This is an optimization exercise on Yosys and OpenROAD, whose aim is small area, not a production implementation.
RTL that was checked went through simulation tests only; none was proved equivalent to the original.
The flow treats the clock pin as an ideal source. Dropping or thinning the clock tree relies on that and would not hold on a real chip.
Power and IR drop assume default switching activity.

==> job 3861: inputs <==
// cordic_sincos
module cordic_sincos (
    input  logic               clk,
    input  logic               rst_n,
    input  cordic_pkg::angle_t angle,
    output cordic_pkg::angle_t sine,
    output cordic_pkg::angle_t cosine
);
==> module cordic_sincos, before the edit <==
module cordic_sincos (
    input  logic               clk,
    input  logic               rst_n,
    input  cordic_pkg::angle_t angle,
    output cordic_pkg::angle_t sine,
    output cordic_pkg::angle_t cosine
);
    localparam int DEPTH = 14;
    localparam int DLY_N = DEPTH - 1;
    logic [8*DLY_N-1:0] dly;
    logic [7:0]         folded;
    assign folded = {dly[7], dly[6:0] ^ {7{dly[7]}}};
    always_ff @(posedge clk) begin
        dly <= {dly[8*(DLY_N-1)-1:8], folded, angle};
    end
    logic [15:0] lut_n;
    logic [15:0] res_n;
    cordic_lut u_lut (
        .a(dly[8*DLY_N-1 -: 8]),
        .q_n(lut_n)
    );
    always_ff @(posedge clk) begin
        res_n <= lut_n;
    end
    logic [3:0] cnt;
    logic       valid;
    assign valid = (cnt == 4'(DEPTH));
    always_ff @(posedge clk or negedge rst_n) begin
        if (!rst_n) begin
            cnt <= 4'd0;
        end else if (!valid) begin
            cnt <= cnt + 4'd1;
        end
    end
    assign sine   = valid ? ~res_n[15:8] : 8'h00;
    assign cosine = valid ? ~res_n[7:0]  : 8'h00;
endmodule
clock: 4.0 ns
lec_check: 0
cap_margin: 5
core_margin: 2
core_utilization: 55
gpl_timing_driven: 0
slew_margin: 5
standard.sh (not shown) runs the stock make flow with config.mk's settings and CLKGATE_MAP_FILE= SYNTH_SCRIPT=/design/flow/synth_recipe.tcl, a recipe that flattens the netlist after the stock synthesis.
==> flow/flow/run.sh <==
#!/bin/bash
# Own layout flow: the standard layout, except that
#  - the clock tree is two levels of small buffers (flow/pre_cts.tcl), with
#    useful skew on the delay line -> table -> result register path;
#  - ports are buffered with the smallest buffer.
# Registers, their names and cell types are those of the standard synthesis.
set -euo pipefail
HERE=$(pwd)

# the standard synthesis script with only the ABC script swapped
sed -e 's|log_cmd abc {\*}\$abc_args|log_cmd abc -script '"$HERE"'/flow/abc_area_only.script {*}[lrange $abc_args 2 end]|' \
    "$FLOW_HOME/scripts/synth.tcl" > "$HERE/synth_area.tcl"
grep -q 'abc_area_only.script' "$HERE/synth_area.tcl"
sed -e 's|source \$::env(SCRIPTS_DIR)/synth.tcl|source '"$HERE"'/synth_area.tcl|' \
    "$HERE/synth_recipe.tcl" > "$HERE/own_synth.tcl"
grep -q 'synth_area.tcl' "$HERE/own_synth.tcl"

bash "$HERE/standard.sh" \
    "SYNTH_SCRIPT=$HERE/own_synth.tcl" \
    "ADDER_MAP_FILE=" \
    "PRE_CTS_TCL=$HERE/flow/pre_cts.tcl" \
    "BUFFER_PORTS_ARGS=-buffer_cell sky130_fd_sc_hd__buf_1" \
    finish > "$HERE/flow_make.log" 2>&1
==> flow/flow/abc_area_only.script <==
strash
dch
amap
topo
stime -c
Other scripts of this flow, unchanged in this note and not shown: flow/flow/manual_cts.tcl, flow/flow/pre_cts.tcl
==> inputs of job 7624, as changes to job 3861 <==
- SETUP_SLACK_MARGIN: not set -> -0.2
==> inputs of job 8706, as changes to job 3861 <==
--- a/flow/design.v
+++ b/flow/design.v
@@ -362,10 +362,12 @@
     end
-    logic [3:0] cnt;
+    logic [3:0] run;
+    logic       run_fb;
     logic       valid;
-    assign valid = (cnt == 4'(DEPTH));
+    assign run_fb = run[3] ? (~run[0] & (run[2] | run[1])) : run[0];
+    assign valid  = (run == 4'b0000);
     always_ff @(posedge clk or negedge rst_n) begin
         if (!rst_n) begin
-            cnt <= 4'd0;
-        end else if (!valid) begin
-            cnt <= cnt + 4'd1;
+            run <= 4'b0011;
+        end else begin
+            run <= {run[2:0], run_fb};
         end
==> flow/flow/abc_area_only.script (replaced) <==
strash
dch
map -a
topo
stime -c
- SETUP_SLACK_MARGIN: not set -> -0.2
==> inputs of job 2401, as changes to job 3861 <==
- SETUP_SLACK_MARGIN: not set -> -0.1
==> summary of the runs <==
Job 7624 went through all stages and came out clean. Job 2401 completed without violations. Job 3861 went through all stages and came out clean. Job 8706 completed with no timing, DRC or antenna violations. Die area is the same in job 2401 and job 3861. Sequential share of layout area, lowest first: job 3861, job 2401, job 7624, job 8706. Sequential cell count is the same in job 8706 and job 3861. The lowest total power belongs to job 7624, the highest to job 8706. In area after synthesis, job 8706 and job 2401 hardly differ. Via count, highest first: job 3861, job 2401, job 8706, job 7624. In combinational power, job 7624 and job 2401 hardly differ. Hold slack: job 7624 > job 8706 > job 3861 > job 2401.
==> figures <==
quantity	job 8706	job 7624	job 2401	job 3861
Number of nets produced by synthesis	369	367	367	367
Filler Cell Count	530	548	552	556
Count of multi-input gates	205	201	201	201
Power of the clock network	0.000517 W	0.000509 W	0.000511 W	0.000509 W
Total routed wirelength	7.64 mm	7.12 mm	7.13 mm	7.21 mm
Area taken by flip-flops and latches	2500 um2	2510 um2	2510 um2	2510 um2
Crit path max-delay cell type	sky130_fd_sc_hd__nor2_1	sky130_fd_sc_hd__dfxtp_1	sky130_fd_sc_hd__dfxtp_1	sky130_fd_sc_hd__dfxtp_1
Worst Skew	352 ps	352 ps	355 ps	355 ps
Hold wc startpoint	dly[103]	-	dly[103]	dly[103]
Cell repeated most along the worst path	sky130_fd_sc_hd__nand2_1	sky130_fd_sc_hd__clkinv_1	sky130_fd_sc_hd__clkinv_1	sky130_fd_sc_hd__clkinv_1
Fraction of the core area covered by cells at the end of the flow	61.6%	62.1%	62.3%	62.6%
Non-clock inverter count in the final layout	30	32	32	32
Outcome	complete, no violations	complete, no violations	complete, no violations	complete, no violations
Multi-input combinational area share	26.0%	26.1%	26.2%	26.4%
Post-Synth XOR/XNOR Area	2.65%	0%	0%	0%
Area fraction in compound gates after synthesis	12.0%	15.0%	15.0%	15.0%
Delay contributed by the slowest stage of the critical path	670 ps	510 ps	470 ps	460 ps
Only the layout flow was run in job 8706; the RTL was not checked for function there. No run of this note takes its clock network from TritonCTS; it comes from the design's own scripts or RTL.

========
==> trial 10 <==
cordic_sincos, a different RTL version from the one above (not shown whole).
## cordic_sincos
module cordic_sincos (
    input  logic               clk,
    input  logic               rst_n,
    input  cordic_pkg::angle_t angle,
    output cordic_pkg::angle_t sine,
    output cordic_pkg::angle_t cosine
);
==> module cordic_sincos, before the edit <==
module cordic_sincos (
    input  logic               clk,
    input  logic               rst_n,
    input  cordic_pkg::angle_t angle,
    output cordic_pkg::angle_t sine,
    output cordic_pkg::angle_t cosine
);
    localparam int DEPTH = 14;
    localparam int DLY_N = DEPTH - 1;
    logic [8*DLY_N-1:0] dly;
    logic [7:0]         folded;
    assign folded = {dly[7], dly[7] ? 7'd0 - dly[6:0] : dly[6:0]};
    always_ff @(posedge clk) begin
        dly <= {dly[8*(DLY_N-1)-1:8], folded, angle};
    end
    logic [15:0] lut_n;
    logic [15:0] res_n;
    cordic_lut u_lut (
        .a(dly[8*DLY_N-1 -: 8]),
        .q_n(lut_n)
    );
    always_ff @(posedge clk) begin
        res_n <= lut_n;
    end
    logic [3:0] run;
    logic       run_fb;
    logic       valid;
    assign run_fb = run[3] ? (~run[0] & (run[2] | run[1])) : run[0];
    assign valid  = (run == 4'b0000);
    always_ff @(posedge clk or negedge rst_n) begin
        if (!rst_n) begin
            run <= 4'b0011;
        end else begin
            run <= {run[2:0], run_fb};
        end
    end
    assign sine   = valid ? ~res_n[15:8] : 8'h00;
    assign cosine = valid ? ~res_n[7:0]  : 8'h00;
endmodule
==> flow/config.mk <==
export PLATFORM = sky130hd
export DESIGN_NAME = cordic_sincos
export DESIGN_NICKNAME = cordic_sincos
export VERILOG_FILES = /design/flow/design.v
export SDC_FILE = /design/flow/constraint.sdc
export NUM_CORES = 4
export LEC_CHECK = 0
export CAP_MARGIN = 5
export CORE_MARGIN = 2
export CORE_UTILIZATION = 55
export GPL_TIMING_DRIVEN = 0
export SETUP_SLACK_MARGIN = -0.2
export SLEW_MARGIN = 5
==> flow/constraint.sdc <==
create_clock -name core_clock -period 4.0 [get_ports {clk}]
set_input_delay 0.8000 -clock core_clock [delete_from_list [all_inputs] [get_ports {clk}]]
set_output_delay 0.8000 -clock core_clock [all_outputs]
set_load 0.01 [all_outputs]
==> flow/flow/abc_area_only.script <==
strash
dch -f
map -a
topo
stime -c
==> flow/flow/manual_cts.tcl <==
# A two-level clock tree of small buffers, built by hand in place of TritonCTS.
# The clock port drives a few root buffers; each root drives a group of leaf
# buffers, each leaf one spatial group of flip-flops. Two register groups get
# useful skew for the one long register-to-register path (last delay stage ->
# table logic -> result register), which no port path crosses:
#  - early sinks (the last delay stage) hang on the root nets directly;
#  - late sinks (the result register) get leaves fed from a normal leaf's net.

proc mcts_center { inst } {
  set bb [$inst getBBox]
  return [list [expr {([$bb xMin] + [$bb xMax]) / 2}] [expr {([$bb yMin] + [$bb yMax]) / 2}]]
}

# split items ({x y payload}) into k groups of near-equal size, recursively
# cutting across the longer side
proc mcts_groups { items k } {
  if { $k <= 1 || [llength $items] <= 1 } { return [list $items] }
  set xs [lsort -integer [lmap i $items {lindex $i 0}]]
  set ys [lsort -integer [lmap i $items {lindex $i 1}]]
  set w [expr {[lindex $xs end] - [lindex $xs 0]}]
  set h [expr {[lindex $ys end] - [lindex $ys 0]}]
  set idx [expr {$w >= $h ? 0 : 1}]
  set sorted [lsort -integer -index $idx $items]
  set k1 [expr {$k / 2}]
  set n1 [expr {([llength $sorted] * $k1 + $k / 2) / $k}]
  return [concat [mcts_groups [lrange $sorted 0 [expr {$n1 - 1}]] $k1] \
                 [mcts_groups [lrange $sorted $n1 end] [expr {$k - $k1}]]]
}

proc mcts_nearest { xy cands } {
  # cands: list of {x y payload}; returns the payload nearest to xy
  set best ""
  set bd -1
  foreach c $cands {
    set d [expr {abs([lindex $c 0] - [lindex $xy 0]) + abs([lindex $c 1] - [lindex $xy 1])}]
    if { $bd < 0 || $d < $bd } { set bd $d; set best [lindex $c 2] }
  }
  return $best
}

# drive the iterms in group (items {x y iterm}) from a new buffer of master
# whose input is on net in_net; returns {x y inst out_net}
proc mcts_buffer { block master name group in_net } {
  set inst [odb::dbInst_create $block $master "clkbuf_$name"]
  set net [odb::dbNet_create $block "clknet_$name"]
  $net setSigType CLOCK
  set sx 0; set sy 0
  foreach item $group {
    set it [lindex $item 2]
    $it disconnect
    $it connect $net
    incr sx [lindex $item 0]; incr sy [lindex $item 1]
  }
  set n [llength $group]
  set x [expr {$sx / $n}]
  set y [expr {$sy / $n}]
  [$inst findITerm A] connect $in_net
  [$inst findITerm X] connect $net
  $inst setLocation $x $y
  $inst setPlacementStatus PLACED
  puts "manual clock tree: clkbuf_$name ([$master getName]) drives $n pins"
  return [list $x $y $inst $net]
}

proc manual_clock_tree { leaf_cell n_leaves root_cell n_roots early_re late_re n_late {late_cell ""} } {
  set db [ord::get_db]
  set block [ord::get_db_block]
  set clk [$block findNet clk]
  set leaf_master [$db findMaster $leaf_cell]
  set root_master [$db findMaster $root_cell]
  if { $late_cell eq "" } { set late_cell $leaf_cell }
  set late_master [$db findMaster $late_cell]
  set normal {}
  set early {}
  set late {}
  foreach it [$clk getITerms] {
    set inst [$it getInst]
    set item [concat [mcts_center $inst] [list $it]]
    set name [$inst getName]
    if { [regexp $early_re $name] } {
      lappend early $item
    } elseif { [regexp $late_re $name] } {
      lappend late $item
    } else {
      lappend normal $item
    }
  }
  puts "manual clock tree: [llength $normal] normal, [llength $early] early, [llength $late] late sinks"
  # normal leaves, first on the clock net, moved under the roots below
  set leaves {}
  set i 0
  foreach g [mcts_groups $normal $n_leaves] {
    lappend leaves [mcts_buffer $block $leaf_master "leaf_$i" $g $clk]
    incr i
  }
  # late leaves, fed from the nearest normal leaf's output net
  set j 0
  foreach g [mcts_groups $late $n_late] {
    set sx 0; set sy 0
    foreach item $g { incr sx [lindex $item 0]; incr sy [lindex $item 1] }
    set xy [list [expr {$sx / [llength $g]}] [expr {$sy / [llength $g]}]]
    set src [mcts_nearest $xy [lmap l $leaves {list [lindex $l 0] [lindex $l 1] [lindex $l 3]}]]
    mcts_buffer $block $late_master "late_$j" $g $src
    incr j
  }
  # roots: each drives a group of normal leaves and the early sinks nearest to it
  set litems [lmap l $leaves {list [lindex $l 0] [lindex $l 1] [[lindex $l 2] findITerm A]}]
  set rgroups [mcts_groups $litems $n_roots]
  set centers {}
  set k 0
  foreach g $rgroups {
    set sx 0; set sy 0
    foreach item $g { incr sx [lindex $item 0]; incr sy [lindex $item 1] }
    lappend centers [list [expr {$sx / [llength $g]}] [expr {$sy / [llength $g]}] $k]
    incr k
  }
  foreach e $early {
    set r [mcts_nearest [lrange $e 0 1] $centers]
    lset rgroups $r [concat [lindex $rgroups $r] [list $e]]
  }
  set k 0
  foreach g $rgroups {
    mcts_buffer $block $root_master "root_$k" $g $clk
    incr k
  }
  global_connect
}

# Largest slew (rise or fall, max corner) over the flip-flop clock pins on net.
proc mcts_net_ff_slew { net } {
  set mx 0.0
  foreach p [get_pins -quiet -of_objects [get_nets [$net getName]] -filter "direction == input"] {
    if { [get_property $p lib_pin_name] ne "CLK" } { continue }
    foreach s [list [get_property $p slew_max_rise] [get_property $p slew_max_fall]] {
      if { $s > $mx } { set mx $s }
    }
  }
  return $mx
}

proc mcts_fix_slew { target_ns max_new max_port } {
  set block [ord::get_db_block]
  set clk [$block findNet clk]
  set added 0
  set_propagated_clock [all_clocks]
  while { $added < $max_new } {
    estimate_parasitics -placement
    set worst ""
    set worst_slew $target_ns
    foreach net [$block getNets] {
      if { ![string match "clknet_*" [$net getName]] } { continue }
      set s [mcts_net_ff_slew $net]
      if { $s > $worst_slew } { set worst_slew $s; set worst $net }
    }
    if { $worst eq "" } { break }
    set drv ""
    foreach it [$worst getITerms] {
      if { [$it isOutputSignal] } { set drv [$it getInst] }
    }
    set in_net [[$drv findITerm A] getNet]
    if { $in_net eq $clk && [llength [$clk getITerms]] >= $max_port } {
      puts "manual clock tree: [$worst getName] slew $worst_slew, but the clock port drives $max_port pins already"
      break
    }
    set items {}
    foreach it [$worst getITerms] {
      if { [$it isOutputSignal] } { continue }
      lappend items [concat [mcts_center [$it getInst]] [list $it]]
    }
    if { [llength $items] < 2 } { break }
    set halves [mcts_groups $items 2]
    puts "manual clock tree: [$worst getName] slew [format %.3f $worst_slew] ns, splitting its [llength $items] loads"
    mcts_buffer $block [$drv getMaster] "split_$added" [lindex $halves 1] $in_net
    # move the first half's buffer to that half's centre
    set sx 0; set sy 0
    foreach item [lindex $halves 0] { incr sx [lindex $item 0]; incr sy [lindex $item 1] }
    set n [llength [lindex $halves 0]]
    $drv setLocation [expr {$sx / $n}] [expr {$sy / $n}]
    incr added
  }
  global_connect
  return $added
}
==> flow/flow/pre_cts.tcl <==
# Stands in for TritonCTS: a two-level tree of small buffers (see manual_cts.tcl).
# Early sinks: the last delay stage (dly[96..103]); late sinks: the result
# register. Clock nets whose flip-flop pins would see a slew over 118 ps are
# then split.
source [file join [file dirname [info script]] manual_cts.tcl]
rename clock_tree_synthesis triton_clock_tree_synthesis
proc clock_tree_synthesis { args } {
  manual_clock_tree sky130_fd_sc_hd__buf_4 9 sky130_fd_sc_hd__buf_4 2 \
    {^dly\\\[(9[6-9]|10[0-3])\\\]} {^res_n} 2
  mcts_fix_slew 0.118 6 4
}
Scripts as last shown in full above: flow/flow/run.sh
==> inputs of build 39, as changes to trial 10 <==
--- a/flow/design.v
+++ b/flow/design.v
@@ -291,5 +291,5 @@
 );
     localparam int DEPTH = 14;
-    localparam int DLY_N = DEPTH - 1;
+    localparam int DLY_N = DEPTH;
     logic [8*DLY_N-1:0] dly;
     logic [7:0]         folded;
@@ -298,13 +298,4 @@
         dly <= {dly[8*(DLY_N-1)-1:8], folded, angle};
     end
-    logic [15:0] lut_n;
-    logic [15:0] res_n;
-    cordic_lut u_lut (
-        .a(dly[8*DLY_N-1 -: 8]),
-        .q_n(lut_n)
-    );
-    always_ff @(posedge clk) begin
-        res_n <= lut_n;
-    end
     logic [3:0] run;
     logic       run_fb;
@@ -319,6 +310,11 @@
         end
     end
-    assign sine   = valid ? ~res_n[15:8] : 8'h00;
-    assign cosine = valid ? ~res_n[7:0]  : 8'h00;
+    logic [15:0] lut_n;
+    cordic_lut u_lut (
+        .a(dly[8*DLY_N-1 -: 8]),
+        .q_n(lut_n)
+    );
+    assign sine   = valid ? ~lut_n[15:8] : 8'h00;
+    assign cosine = valid ? ~lut_n[7:0]  : 8'h00;
 endmodule
 `default_nettype wire
==> flow/flow/abc_area_only.script (replaced) <==
strash
dch
map
topo
stime -c
--- a/flow/flow/manual_cts.tcl
+++ b/flow/flow/manual_cts.tcl
@@ -96,5 +96,6 @@
   # late leaves, fed from the nearest normal leaf's output net
   set j 0
-  foreach g [mcts_groups $late $n_late] {
+  if { [llength $late] == 0 } { set n_late 0 }
+  foreach g [lrange [mcts_groups $late $n_late] 0 [expr {$n_late - 1}]] {
     set sx 0; set sy 0
     foreach item $g { incr sx [lindex $item 0]; incr sy [lindex $item 1] }
==> flow/flow/pre_cts.tcl (replaced) <==
# Stands in for TritonCTS: a two-level tree of small buffers (see manual_cts.tcl),
# without skew. Clock nets whose flip-flop pins would see a slew over 118 ps
# are then split.
source [file join [file dirname [info script]] manual_cts.tcl]
rename clock_tree_synthesis triton_clock_tree_synthesis
proc clock_tree_synthesis { args } {
  manual_clock_tree sky130_fd_sc_hd__buf_4 10 sky130_fd_sc_hd__buf_4 2 {^$} {^$} 0
  mcts_fix_slew 0.118 6 4
}
==> comparison <==
Of build 39 and trial 10, trial 10 has the higher critical path depth (gap 6). Of build 39 and trial 10, trial 10 has the higher die area (gap 2.4%, measured against trial 10). Against build 39, the maximum frequency of trial 10 is higher by about 1.2%. Between trial 10 and build 39, the lower wire length is in build 39 (gap 2.0%, measured against build 39).
==> figures <==
metric                                           trial 10    build 39
Outcome                          timing/DRC/antenna clean  timing/DRC/antenna clean
Worst-case clock skew                            0.321 ns   0.0389 ns
Critical register-to-register path startpoint     dly[99]      dly[1]
Area of the die                                7070 sq um  6890 sq um
Critical Setup Path Class                         reg2reg     reg2out
Utilization of the core after routing               61.1%       63.2%
Slew of the pin with the lowest slew margin      0.525 ns    0.510 ns
WL final                                          6.32 mm     6.20 mm
Synth Cell Area                                3530 sq um  3440 sq um
Number of register bits inferred by synthesis         124         116
In every run of this note, the design's own scripts or RTL, not TritonCTS, make the clock network.

static timing again, ports no longer ideal:
Ports are ideal in the flow. The routed layouts listed here were re-timed in OpenROAD. Step 1 assumes that a clkbuf_16 drives the clock port and a buf_2 every other input. Step 2, shift: input delay + t, output delay - t, t = (earliest + latest rising clock arrival at the registers) / 2. This alone moves slack from input paths to output paths. Slacks: no drivers / after step 1 / after step 2; pairs: no drivers / after step 1.
run | t, ns | setup slack, ns | clock arrival spread, ns | worst data-port slew with drivers (ns) | cell pins on the clock port's net
job 3861 | 0.352 | 0.438 / 0.438 / 0.438 | 0.355 / 0.356 | 0.03 | 2
job 7624 | 0.352 | 0.223 / 0.223 / 0.223 | 0.352 / 0.352 | 0.03 | 2
job 8706 | 0.357 | 0.246 / 0.246 / 0.246 | 0.352 / 0.351 | 0.03 | 2
job 2401 | 0.353 | 0.338 / 0.338 / 0.338 | 0.355 / 0.355 | 0.03 | 2
trial 10 | 0.309 | 0.150 / 0.150 / 0.150 | 0.321 / 0.321 | 0.03 | 3
build 39 | 0.335 | 0.103 / 0.068 / 0.402 | 0.047 / 0.047 | 0.03 | 2
In 5 of these runs the clock reaches the registers at very different times; t lies between them, and the last value is a rough guide only.
